Source: an optimization exercise on an open RTL-to-GDS flow (aim: small area, a short achievable clock period and few clock cycles per item). Production flows keep margins and buffers that such runs may drop. Where RTL was checked, it was by simulation tests only, not by an equivalence proof against the original. Power is estimated from default activity; no workload was simulated.

== run D ==
==> flow/design.v <==
package sync_nbank_fifo_pkg;
    localparam int NUM_RINGS = 16;
    localparam int RING_LEN  = 14;
endpackage
module sync_nbank_fifo #(
    parameter int DATA_WIDTH = 8,
    parameter int FIFO_DEPTH = 256,
    parameter int NUM_BANKS  = 2,
    parameter int AF_MARGIN  = 4,
    parameter int AE_MARGIN  = 4
) (
    input  logic                          clk,
    input  logic                          rstn,
    input  logic [DATA_WIDTH-1:0]         in_data,
    input  logic                          in_valid,
    output logic                          in_ready,
    output logic [DATA_WIDTH-1:0]         out_data,
    output logic                          out_valid,
    input  logic                          out_ready,
    input  logic                          clear,
    output logic [$clog2(FIFO_DEPTH):0]   count
);
    localparam int DW = DATA_WIDTH;
    localparam int NR = sync_nbank_fifo_pkg::NUM_RINGS;    
    localparam int RL = sync_nbank_fifo_pkg::RING_LEN;     
    localparam int CW = $clog2(FIFO_DEPTH) + 1;            
    if (FIFO_DEPTH != NR * (RL + 2) || NR != 16) begin : g_bad_cfg
        $error("sync_nbank_fifo: unsupported parameter set");
    end
    logic [3:0]    wring;
    logic [3:0]    wdist;
    logic [3:0]    rring;
    logic [3:0]    rdist;
    logic [NR-1:0] ov;           
    logic [NR-1:0] sv;           
    logic          in_ready_q;
    logic          out_valid_q;
    logic [DW-1:0] out_q;        
    logic [NR*DW-1:0] onext;     
    logic [NR-1:0]    ov_hold;   
    logic             bypass;    
    logic          wr_fire;
    logic          out_fire;
    logic          om0, om1;     
    logic          sm0, sm1;     
    logic [NR-1:0] ov_next;
    logic [NR-1:0] sv_next;
    logic [3:0]    rring_p1;
    logic [3:0]    wring_p1;
    logic [3:0]    rring_next;
    logic [3:0]    wring_next;
    function automatic logic [3:0] seq_dec(input logic [3:0] s);
        seq_dec = (s == 4'd0) ? 4'(RL - 1) : s - 4'd1;
    endfunction
    assign in_ready  = in_ready_q;
    assign out_valid = out_valid_q;
    assign out_data  = out_q;
    assign wr_fire  = in_valid && in_ready_q && !clear;
    assign out_fire = out_valid_q && out_ready && !clear;
    assign om0 = (rdist == 4'd0);
    assign om1 = (rdist == 4'(RL - 1));
    assign sm0 = (wdist == 4'd0);
    assign sm1 = (wdist == 4'd1);
    for (genvar r = 0; r < NR; r++) begin : g_ring
        logic [DW*RL-1:0] ring;      
        logic [DW-1:0]    s_q;
        logic [DW-1:0]    o_q;
        logic [3:0]       lc;        
        logic [DW-1:0]    tap;
        logic [DW-1:0]    tmux;      
        logic [DW-1:0]    o_d;
        logic             rz;        
        logic             rf;        
        logic             orow;      
        logic             srow;      
        logic             o_from_s;
        logic             o_from_t;
        logic             flush;
        logic             consume;
        logic             wr_here;
        assign tap  = ring[(RL-1)*DW +: DW];
        assign rz   = (lc == 4'd0);
        assign rf   = (lc == 4'(RL));
        assign orow = (4'(r) >= rring) ? om0 : om1;
        assign srow = (4'(r) < wring) ? sm0 : sm1;
        assign o_from_s = !ov[r] && rz && sv[r];
        assign o_from_t = !ov[r] && !rz && orow;
        assign flush    = sv[r] && srow && !o_from_s && !(rf && ov[r]);
        assign consume  = out_fire && (rring == 4'(r));
        assign wr_here  = wr_fire && (wring == 4'(r));
        assign ov_hold[r] = ov[r] || o_from_s || o_from_t;
        always_comb begin
            if (ov[r] || o_from_s) ov_next[r] = !consume;
            else                    ov_next[r] = o_from_t;
            if (sv[r])  sv_next[r] = !(flush || o_from_s);
            else        sv_next[r] = wr_here;
        end
        always_ff @(posedge clk or negedge rstn) begin
            if (!rstn) begin
                lc <= '0;
            end else if (clear) begin
                lc <= '0;
            end else if (flush && !o_from_t) begin
                lc <= lc + 4'd1;
            end else if (o_from_t && !flush) begin
                lc <= lc - 4'd1;
            end
        end
        assign tmux = flush ? s_q : tap;
        assign o_d  = ov[r] ? o_q : (rz ? s_q : tap);
        assign onext[r*DW +: DW] = o_d;
        always_ff @(posedge clk) begin
            ring[DW-1:0]     <= tmux;
            ring[DW*RL-1:DW] <= ring[DW*(RL-1)-1:0];
            if (!sv[r]) s_q <= in_data;
            o_q <= o_d;
        end
    end
    assign rring_p1   = rring + 4'd1;
    assign wring_p1   = wring + 4'd1;
    assign rring_next = out_fire ? rring_p1 : rring;
    assign wring_next = wr_fire ? wring_p1 : wring;
    assign bypass = wr_fire && (count == '0 || (count == CW'(1) && out_fire));
    always_ff @(posedge clk or negedge rstn) begin
        if (!rstn) begin
            wring       <= '0;
            wdist       <= '0;
            rring       <= '0;
            rdist       <= '0;
            count       <= '0;
            ov          <= '0;
            sv          <= '0;
            in_ready_q  <= 1'b0;
            out_valid_q <= 1'b0;
        end else if (clear) begin
            wring       <= '0;
            wdist       <= '0;
            rring       <= '0;
            rdist       <= '0;
            count       <= '0;
            ov          <= '0;
            sv          <= '0;
            in_ready_q  <= 1'b1;
            out_valid_q <= 1'b0;
        end else begin
            wring <= wring_next;
            if (!(wr_fire && wring == 4'd15)) wdist <= seq_dec(wdist);
            rring <= rring_next;
            if (!(out_fire && rring == 4'd15)) rdist <= seq_dec(rdist);
            case ({wr_fire, out_fire})
                2'b10:   count <= count + CW'(1);
                2'b01:   count <= count - CW'(1);
                default: ;
            endcase
            ov <= ov_next;
            sv <= sv_next;
            in_ready_q <= wr_fire ? (!sv[wring_p1] && count != CW'(FIFO_DEPTH - 1))
                                  : (!sv[wring] && count != CW'(FIFO_DEPTH));
            out_valid_q <= bypass || (out_fire ? ov_hold[rring_p1] : ov_hold[rring]);
        end
    end
    always_ff @(posedge clk) begin
        out_q <= bypass ? in_data : onext[rring_next*DW +: DW];
    end
endmodule
export LEC_CHECK = 0
export ABC_CLOCK_PERIOD_IN_PS = 2500
export CAP_MARGIN = 20
export CORE_MARGIN = 2
export CORE_UTILIZATION = 55
export CTS_CLUSTER_DIAMETER = 90
export CTS_CLUSTER_SIZE = 26
export PLACE_DENSITY = 0.65
export SETUP_SLACK_MARGIN = 4.0
export SLEW_MARGIN = 20
create_clock -name core_clock -period 6.5 [get_ports {clk}]
standard.sh (not shown) runs the stock make flow with config.mk's settings and CLKGATE_MAP_FILE= SYNTH_SCRIPT=/design/flow/synth_recipe.tcl, a recipe that flattens the netlist after the stock synthesis.
==> flow/flow/run.sh <==
#!/bin/bash
# Layout flow: the standard flow (the standard.sh, all ORFS steps from
# its unchanged synthesis to the final layout) with one change: the port
# buffers that ORFS puts on every input and output are sky130_fd_sc_hd__buf_4
# cells instead of the delay cell buffer_ports picks by default.
set -o pipefail
export BUFFER_PORTS_ARGS="-buffer_cell sky130_fd_sc_hd__buf_4"
bash standard.sh > standard.log 2>&1
For run A, these inputs were changed with respect to run D:
--- a/flow/design.v
+++ b/flow/design.v
@@ -38,14 +38,14 @@
     logic [DW-1:0] out_q;        
     logic [NR*DW-1:0] onext;     
     logic [NR-1:0]    ov_hold;   
     logic             bypass;    
     logic          wr_fire;
     logic          out_fire;
-    logic          om0, om1;     
-    logic          sm0, sm1;     
+    logic [NR-1:0] orow;         
+    logic [NR-1:0] srow;         
     logic [NR-1:0] ov_next;
     logic [NR-1:0] sv_next;
     logic [3:0]    rring_p1;
     logic [3:0]    wring_p1;
     logic [3:0]    rring_next;
     logic [3:0]    wring_next;
@@ -54,41 +54,33 @@
     endfunction
     assign in_ready  = in_ready_q;
     assign out_valid = out_valid_q;
     assign out_data  = out_q;
     assign wr_fire  = in_valid && in_ready_q && !clear;
     assign out_fire = out_valid_q && out_ready && !clear;
-    assign om0 = (rdist == 4'd0);
-    assign om1 = (rdist == 4'(RL - 1));
-    assign sm0 = (wdist == 4'd0);
-    assign sm1 = (wdist == 4'd1);
     for (genvar r = 0; r < NR; r++) begin : g_ring
         logic [DW*RL-1:0] ring;      
         logic [DW-1:0]    s_q;
         logic [DW-1:0]    o_q;
         logic [3:0]       lc;        
         logic [DW-1:0]    tap;
         logic [DW-1:0]    tmux;      
         logic [DW-1:0]    o_d;
         logic             rz;        
         logic             rf;        
-        logic             orow;      
-        logic             srow;      
         logic             o_from_s;
         logic             o_from_t;
         logic             flush;
         logic             consume;
         logic             wr_here;
         assign tap  = ring[(RL-1)*DW +: DW];
         assign rz   = (lc == 4'd0);
         assign rf   = (lc == 4'(RL));
-        assign orow = (4'(r) >= rring) ? om0 : om1;
-        assign srow = (4'(r) < wring) ? sm0 : sm1;
         assign o_from_s = !ov[r] && rz && sv[r];
-        assign o_from_t = !ov[r] && !rz && orow;
-        assign flush    = sv[r] && srow && !o_from_s && !(rf && ov[r]);
+        assign o_from_t = !ov[r] && !rz && orow[r];
+        assign flush    = sv[r] && srow[r] && !o_from_s && !(rf && ov[r]);
         assign consume  = out_fire && (rring == 4'(r));
         assign wr_here  = wr_fire && (wring == 4'(r));
         assign ov_hold[r] = ov[r] || o_from_s || o_from_t;
         always_comb begin
             if (ov[r] || o_from_s) ov_next[r] = !consume;
             else                    ov_next[r] = o_from_t;
@@ -118,12 +110,34 @@
     end
     assign rring_p1   = rring + 4'd1;
     assign wring_p1   = wring + 4'd1;
     assign rring_next = out_fire ? rring_p1 : rring;
     assign wring_next = wr_fire ? wring_p1 : wring;
     assign bypass = wr_fire && (count == '0 || (count == CW'(1) && out_fire));
+    logic [NR-1:0] orow_nr;      
+    logic [NR-1:0] orow_r;
+    logic [NR-1:0] srow_nw;      
+    logic [NR-1:0] srow_w;
+    for (genvar r = 0; r < NR; r++) begin : g_row
+        assign orow_nr[r] = (4'(r) >= rring) ? (rdist == 4'd1) : (rdist == 4'd0);
+        assign orow_r[r]  = (4'(r) > rring)  ? (rdist == 4'd1) : (rdist == 4'd0);
+        assign srow_nw[r] = (4'(r) < wring)  ? (wdist == 4'd1) : (wdist == 4'd2);
+        assign srow_w[r]  = (4'(r) <= wring) ? (wdist == 4'd1) : (wdist == 4'd2);
+    end
+    always_ff @(posedge clk or negedge rstn) begin
+        if (!rstn) begin
+            orow <= '1;
+            srow <= '0;
+        end else if (clear) begin
+            orow <= '1;
+            srow <= '0;
+        end else begin
+            orow <= out_fire ? orow_r : orow_nr;
+            srow <= wr_fire ? srow_w : srow_nw;
+        end
+    end
     always_ff @(posedge clk or negedge rstn) begin
         if (!rstn) begin
             wring       <= '0;
             wdist       <= '0;
             rring       <= '0;
             rdist       <= '0;
Findings:
The total area of sequential cells in run A sits 1.9% above the value recorded for run D. Run D has a higher count of clock-net buffers in the final layout than run A. Lower net switching power of the design goes to run A over run D. Run A: highest achievable clock rate about 17% above run D. [run A] number of distinct standard cells referenced by the synthesized netlist fell 12% relative to run D. Looking at sum of routed wire segments on met1 across run D and run A, the one that comes out higher is run A. Comparing run D and run A, placeable core region is lower on run D. Summary: with run D as the reference, overall die area in run A moved up by a few percent. Compared with run D, final instance area in run A increased slightly. Run A does better than run D on total power.
Function was not checked in any run of this note: the RTL went through the layout flow alone.

## west
sync_nbank_fifo, a different RTL version from the one above (not shown whole).
Size: roughly 4,400 cells after synthesis, ~0.053 mm^2 of cells after synthesis.
==> module sync_nbank_fifo, before the edit <==
module sync_nbank_fifo #(
    parameter int DATA_WIDTH = 8,
    parameter int FIFO_DEPTH = 256,
    parameter int NUM_BANKS  = 2,
    parameter int AF_MARGIN  = 4,
    parameter int AE_MARGIN  = 4
) (
    input  logic                          clk,
    input  logic                          rstn,
    input  logic [DATA_WIDTH-1:0]         in_data,
    input  logic                          in_valid,
    output logic                          in_ready,
    output logic [DATA_WIDTH-1:0]         out_data,
    output logic                          out_valid,
    input  logic                          out_ready,
    input  logic                          clear,
    output logic [$clog2(FIFO_DEPTH):0]   count
);
    localparam int DW = DATA_WIDTH;
    localparam int NR = sync_nbank_fifo_pkg::NUM_RINGS;    
    localparam int RL = sync_nbank_fifo_pkg::RING_LEN;     
    localparam int CW = $clog2(FIFO_DEPTH) + 1;            
    if (FIFO_DEPTH != NR * (RL + 1) || NR != 16) begin : g_bad_cfg
        $error("sync_nbank_fifo: unsupported parameter set");
    end
    logic [3:0]    wring;
    logic [3:0]    wdist;
    logic [3:0]    rring;
    logic [3:0]    rdist;
    logic [NR-1:0] ov;           
    logic [NR-1:0] orow;         
    logic          in_ready_q;
    logic          out_valid_q;
    logic [DW-1:0] out_q;        
    logic [NR*DW-1:0] onext;     
    logic [NR-1:0]    ov_hold;   
    logic             bypass;    
    logic          wr_fire;
    logic          out_fire;
    logic          wr_raw;
    logic          rd_raw;
    logic          byp_raw;
    logic          empty_next;   
    logic [NR-1:0] ov_next;
    logic [3:0]    rring_p1;
    logic [3:0]    wring_p1;
    logic [3:0]    rring_next;
    logic [3:0]    wring_next;
    function automatic logic [3:0] dist_dec(input logic [3:0] s);
        dist_dec = (s == 4'd0) ? 4'(RL - 1) : s - 4'd1;
    endfunction
    function automatic logic [NR-1:0] tap_rings(input logic [3:0] rr,
                                                 input logic [3:0] rd);
        logic [3:0] k;
        k = (rd == 4'd0) ? 4'd0 : 4'(RL) - rd;
        tap_rings = NR'(1) << (rr + k);
        if (k == 4'd0) tap_rings = tap_rings | (NR'(1) << (rr + 4'(NR - 1)));
    endfunction
    assign in_ready  = in_ready_q;
    assign out_valid = out_valid_q;
    assign out_data  = out_q;
    assign wr_fire  = in_valid && in_ready_q && !clear;
    assign out_fire = out_valid_q && out_ready && !clear;
    assign wr_raw   = in_valid && in_ready_q;
    assign rd_raw   = out_valid_q && out_ready;
    logic [NR-1:0] ge_r;         
    logic [NR-1:0] lt_w;         
    logic          r_le_w;       
    logic [3:0]    hz;           
    assign r_le_w = (rring <= wring);
    for (genvar k = 0; k < NR; k++) begin : g_dec
        assign ge_r[k] = (4'(k) >= rring);
        assign lt_w[k] = (4'(k) < wring);
    end
    for (genvar k = 0; k < 4; k++) begin : g_hz
        assign hz[k] = (count[CW-1:4] == 5'(k));
    end
    for (genvar r = 0; r < NR; r++) begin : g_ring
        logic [DW*RL-1:0] ring;      
        logic [DW-1:0]    o_q;
        logic [DW-1:0]    tap;
        logic [DW-1:0]    o_d;
        logic             wr_here;
        logic             wr_data;   
        logic             o_from_t;
        logic             o_direct;
        logic             consume;
        logic             inc;       
        logic             dec;
        logic             extra;     
        logic             is1;       
        logic             rz;        
        assign tap      = ring[(RL-1)*DW +: DW];
        assign wr_here  = wr_fire && (wring == 4'(r));
        assign wr_data  = wr_raw && (wring == 4'(r));
        assign consume  = out_fire && (rring == 4'(r));
        assign o_from_t = !ov[r] && !rz && orow[r];
        assign o_direct = !ov[r] && rz && wr_here;
        assign inc = wr_here && !(!ov[r] && rz);
        assign dec = o_from_t;
        assign extra = r_le_w ? (ge_r[r] && lt_w[r]) : (ge_r[r] || lt_w[r]);
        always_comb begin
            case ({ov[r], extra})
                2'b00:   is1 = hz[1];
                2'b01:   is1 = hz[0];
                2'b10:   is1 = hz[2];
                default: is1 = hz[1];
            endcase
        end
        assign ov_hold[r] = ov[r] || o_from_t;
        assign ov_next[r] = ov[r] ? !consume : (o_from_t || o_direct);
        always_ff @(posedge clk or negedge rstn) begin
            if (!rstn) begin
                rz <= 1'b1;
            end else if (clear) begin
                rz <= 1'b1;
            end else if (inc && !dec) begin
                rz <= 1'b0;
            end else if (dec && !inc) begin
                rz <= is1;
            end
        end
        assign o_d = ov[r] ? o_q : (rz ? in_data : tap);
        assign onext[r*DW +: DW] = o_d;
        always_ff @(posedge clk) begin
            ring[DW-1:0]     <= wr_data ? in_data : tap;
            ring[DW*RL-1:DW] <= ring[DW*(RL-1)-1:0];
            o_q <= o_d;
        end
    end
    assign rring_p1   = rring + 4'd1;
    assign wring_p1   = wring + 4'd1;
    assign rring_next = out_fire ? rring_p1 : rring;
    assign wring_next = wr_fire ? wring_p1 : wring;
    assign bypass  = wr_fire && (count == '0 || (count == CW'(1) && out_fire));
    assign byp_raw = wr_raw && (count == '0 || (count == CW'(1) && rd_raw));
    assign empty_next = clear || (!wr_fire && (count == '0 || (count == CW'(1) && out_fire)));
    always_ff @(posedge clk) begin
        orow <= out_fire ? tap_rings(rring_p1, rdist) : tap_rings(rring, dist_dec(rdist));
    end
    always_ff @(posedge clk or negedge rstn) begin
        if (!rstn) begin
            wring       <= '0;
            wdist       <= '0;
            rring       <= '0;
            rdist       <= '0;
            count       <= '0;
            ov          <= '0;
            in_ready_q  <= 1'b0;
            out_valid_q <= 1'b0;
        end else if (clear) begin
            wring       <= '0;
            wdist       <= '0;
            rring       <= '0;
            rdist       <= '0;
            count       <= '0;
            ov          <= '0;
            in_ready_q  <= 1'b1;
            out_valid_q <= 1'b0;
        end else begin
            wring <= wring_next;
            rring <= rring_next;
            if (empty_next) begin
                wdist <= '0;
                rdist <= '0;
            end else begin
                if (!wr_fire)  wdist <= dist_dec(wdist);
                if (!out_fire) rdist <= dist_dec(rdist);
            end
            case ({wr_fire, out_fire})
                2'b10:   count <= count + CW'(1);
                2'b01:   count <= count - CW'(1);
                default: ;
            endcase
            ov <= ov_next;
            case ({wr_fire, out_fire})
                2'b00:   in_ready_q <= (count == '0 || wdist == 4'd1) && count != CW'(FIFO_DEPTH);
                2'b10:   in_ready_q <= (count != CW'(FIFO_DEPTH - 1));
                2'b01:   in_ready_q <= (count == CW'(1) || wdist == 4'd1);
                default: in_ready_q <= 1'b1;
            endcase
            out_valid_q <= bypass || (out_fire ? ov_hold[rring_p1] : ov_hold[rring]);
        end
    end
    always_ff @(posedge clk) begin
        out_q <= byp_raw ? in_data : onext[(rd_raw ? rring_p1 : rring)*DW +: DW];
    end
endmodule
Settings: LEC_CHECK=0, ABC_AREA=1, CAP_MARGIN=20, CORE_MARGIN=2, CORE_UTILIZATION=55, CTS_CLUSTER_DIAMETER=90, CTS_CLUSTER_SIZE=26, PLACE_DENSITY=0.65, SETUP_SLACK_MARGIN=4.0, SLEW_MARGIN=20; clock period 6.5 ns.
Scripts as last shown in full above: flow/flow/run.sh
Testbench counts of west, summed over its fixed seeds: cycles 12,164, items 11,200.
Changes in north relative to west:
-- flow/design.v --
<<< west, line 34
    logic [NR-1:0] ov;           
    logic [NR-1:0] orow;         
    logic          in_ready_q;
    logic          out_valid_q;
>>> north, line 34
    logic [NR-1:0] ov;           
    logic [NR-1:0] orow;         
    logic [NR-1:0] tap1;         
    logic          in_ready_q;
    logic          out_valid_q;
<<< west, line 53
    function automatic logic [3:0] dist_dec(input logic [3:0] s);
        dist_dec = (s == 4'd0) ? 4'(RL - 1) : s - 4'd1;
    endfunction
    function automatic logic [NR-1:0] tap_rings(input logic [3:0] rr,
                                                 input logic [3:0] rd);
        logic [3:0] k;
        k = (rd == 4'd0) ? 4'd0 : 4'(RL) - rd;
        tap_rings = NR'(1) << (rr + k);
        if (k == 4'd0) tap_rings = tap_rings | (NR'(1) << (rr + 4'(NR - 1)));
    endfunction
    assign in_ready  = in_ready_q;
>>> north, line 54
    function automatic logic [3:0] dist_dec(input logic [3:0] s);
        dist_dec = (s == 4'd0) ? 4'(RL - 1) : s - 4'd1;
    endfunction
    assign in_ready  = in_ready_q;
<<< west, line 125
            end
        end
        assign o_d = ov[r] ? o_q : (rz ? in_data : tap);
        assign onext[r*DW +: DW] = o_d;
        always_ff @(posedge clk) begin
            ring[DW-1:0]     <= wr_data ? in_data : tap;
>>> north, line 119
            end
        end
        assign onext[r*DW +: DW] = ov[r] ? o_q : tap;
        assign o_d = (rz && !ov[r]) ? in_data : onext[r*DW +: DW];
        always_ff @(posedge clk) begin
            ring[DW-1:0]     <= wr_data ? in_data : tap;
<<< west, line 140
    assign byp_raw = wr_raw && (count == '0 || (count == CW'(1) && rd_raw));
    assign empty_next = clear || (!wr_fire && (count == '0 || (count == CW'(1) && out_fire)));
    always_ff @(posedge clk) begin
        orow <= out_fire ? tap_rings(rring_p1, rdist) : tap_rings(rring, dist_dec(rdist));
    end
    always_ff @(posedge clk or negedge rstn) begin
>>> north, line 134
    assign byp_raw = wr_raw && (count == '0 || (count == CW'(1) && rd_raw));
    assign empty_next = clear || (!wr_fire && (count == '0 || (count == CW'(1) && out_fire)));
    assign orow = tap1 | ((rdist == 4'd0) ? {tap1[0], tap1[NR-1:1]} : '0);
    always_ff @(posedge clk) begin
        if (clear)
            tap1 <= NR'(1);
        else if (empty_next)
            tap1 <= NR'(1) << (out_fire ? rring_p1 : rring);
        else if (!out_fire && rdist == 4'd1)
            tap1 <= {tap1[NR-3:0], tap1[NR-1:NR-2]};
        else
            tap1 <= {tap1[NR-2:0], tap1[NR-1]};
    end
    always_ff @(posedge clk or negedge rstn) begin
[summary]
Compared to west, north has worst hold slack 0.022 ns lower.
north finished end to end and its layout was clean on timing, DRC and antenna.
north vs west, total length of routed wires went down by 4.9 mm.
north vs west: total number of nets in the final design down
On xor and xnor fraction of the mapped netlist area, north and west are basically level.
For west, the top layer used by detailed routing was met4, unlike north, where it was met5.
Re post-route minimum period: north and west aren't equal, and the lower value belongs to north.
north against west: total power density per cell area moved down; number of instances resized during post-cts repair moved down; gate count of the mapped netlist moved down.
north vs west — power in the clock group dropped about 2%.
On north: register fraction of the total cell area is 1.7 points higher than what west gave.
Note that the non-clock buffer count recorded for north amounts to 0.821 times the value seen in west.
Design area delta for north relative to west: 2.2% lower
For north, only the layout was checked, not whether the RTL still works.

separate check: timing with driven ports:
The flow's constraints put no driver on any port. The routed layouts listed below were extracted and timed again, unchanged, in two steps.
Step 1: set_driving_cell puts a clkbuf_16 on clk and a buf_2 on each other input, an assumption about the parent block.
Step 2 adds t to the input delays and takes it off the output delays; t is the mean of the earliest and latest rising clock arrival at the registers after step 1. Input paths then give back, and output paths get back, about the clock's delay inside the block.
a / b / c = ideal ports / drivers / drivers and shift; a / b = the first two.
| run | t (ns) | setup slack, ns | worst register clock-pin slew, ns | cell pins on the clock port's net |
|---|---|---|---|---|
| run D | 0.769 | 3.389 / 3.389 / 3.063 | 0.11 / 0.11 | 1 |
| run A | 0.776 | 3.833 / 3.791 / 3.016 | 0.11 / 0.11 | 1 |
| west | 0.767 | 3.819 / 3.819 / 3.207 | 0.11 / 0.11 | 1 |
| north | 0.760 | 3.856 / 3.843 / 3.136 | 0.11 / 0.11 | 1 |
After both steps setup and hold are still met in every run listed. The setup slack of run A, which loses most, moves by -0.042 ns with the drivers and by -0.817 ns with both steps.
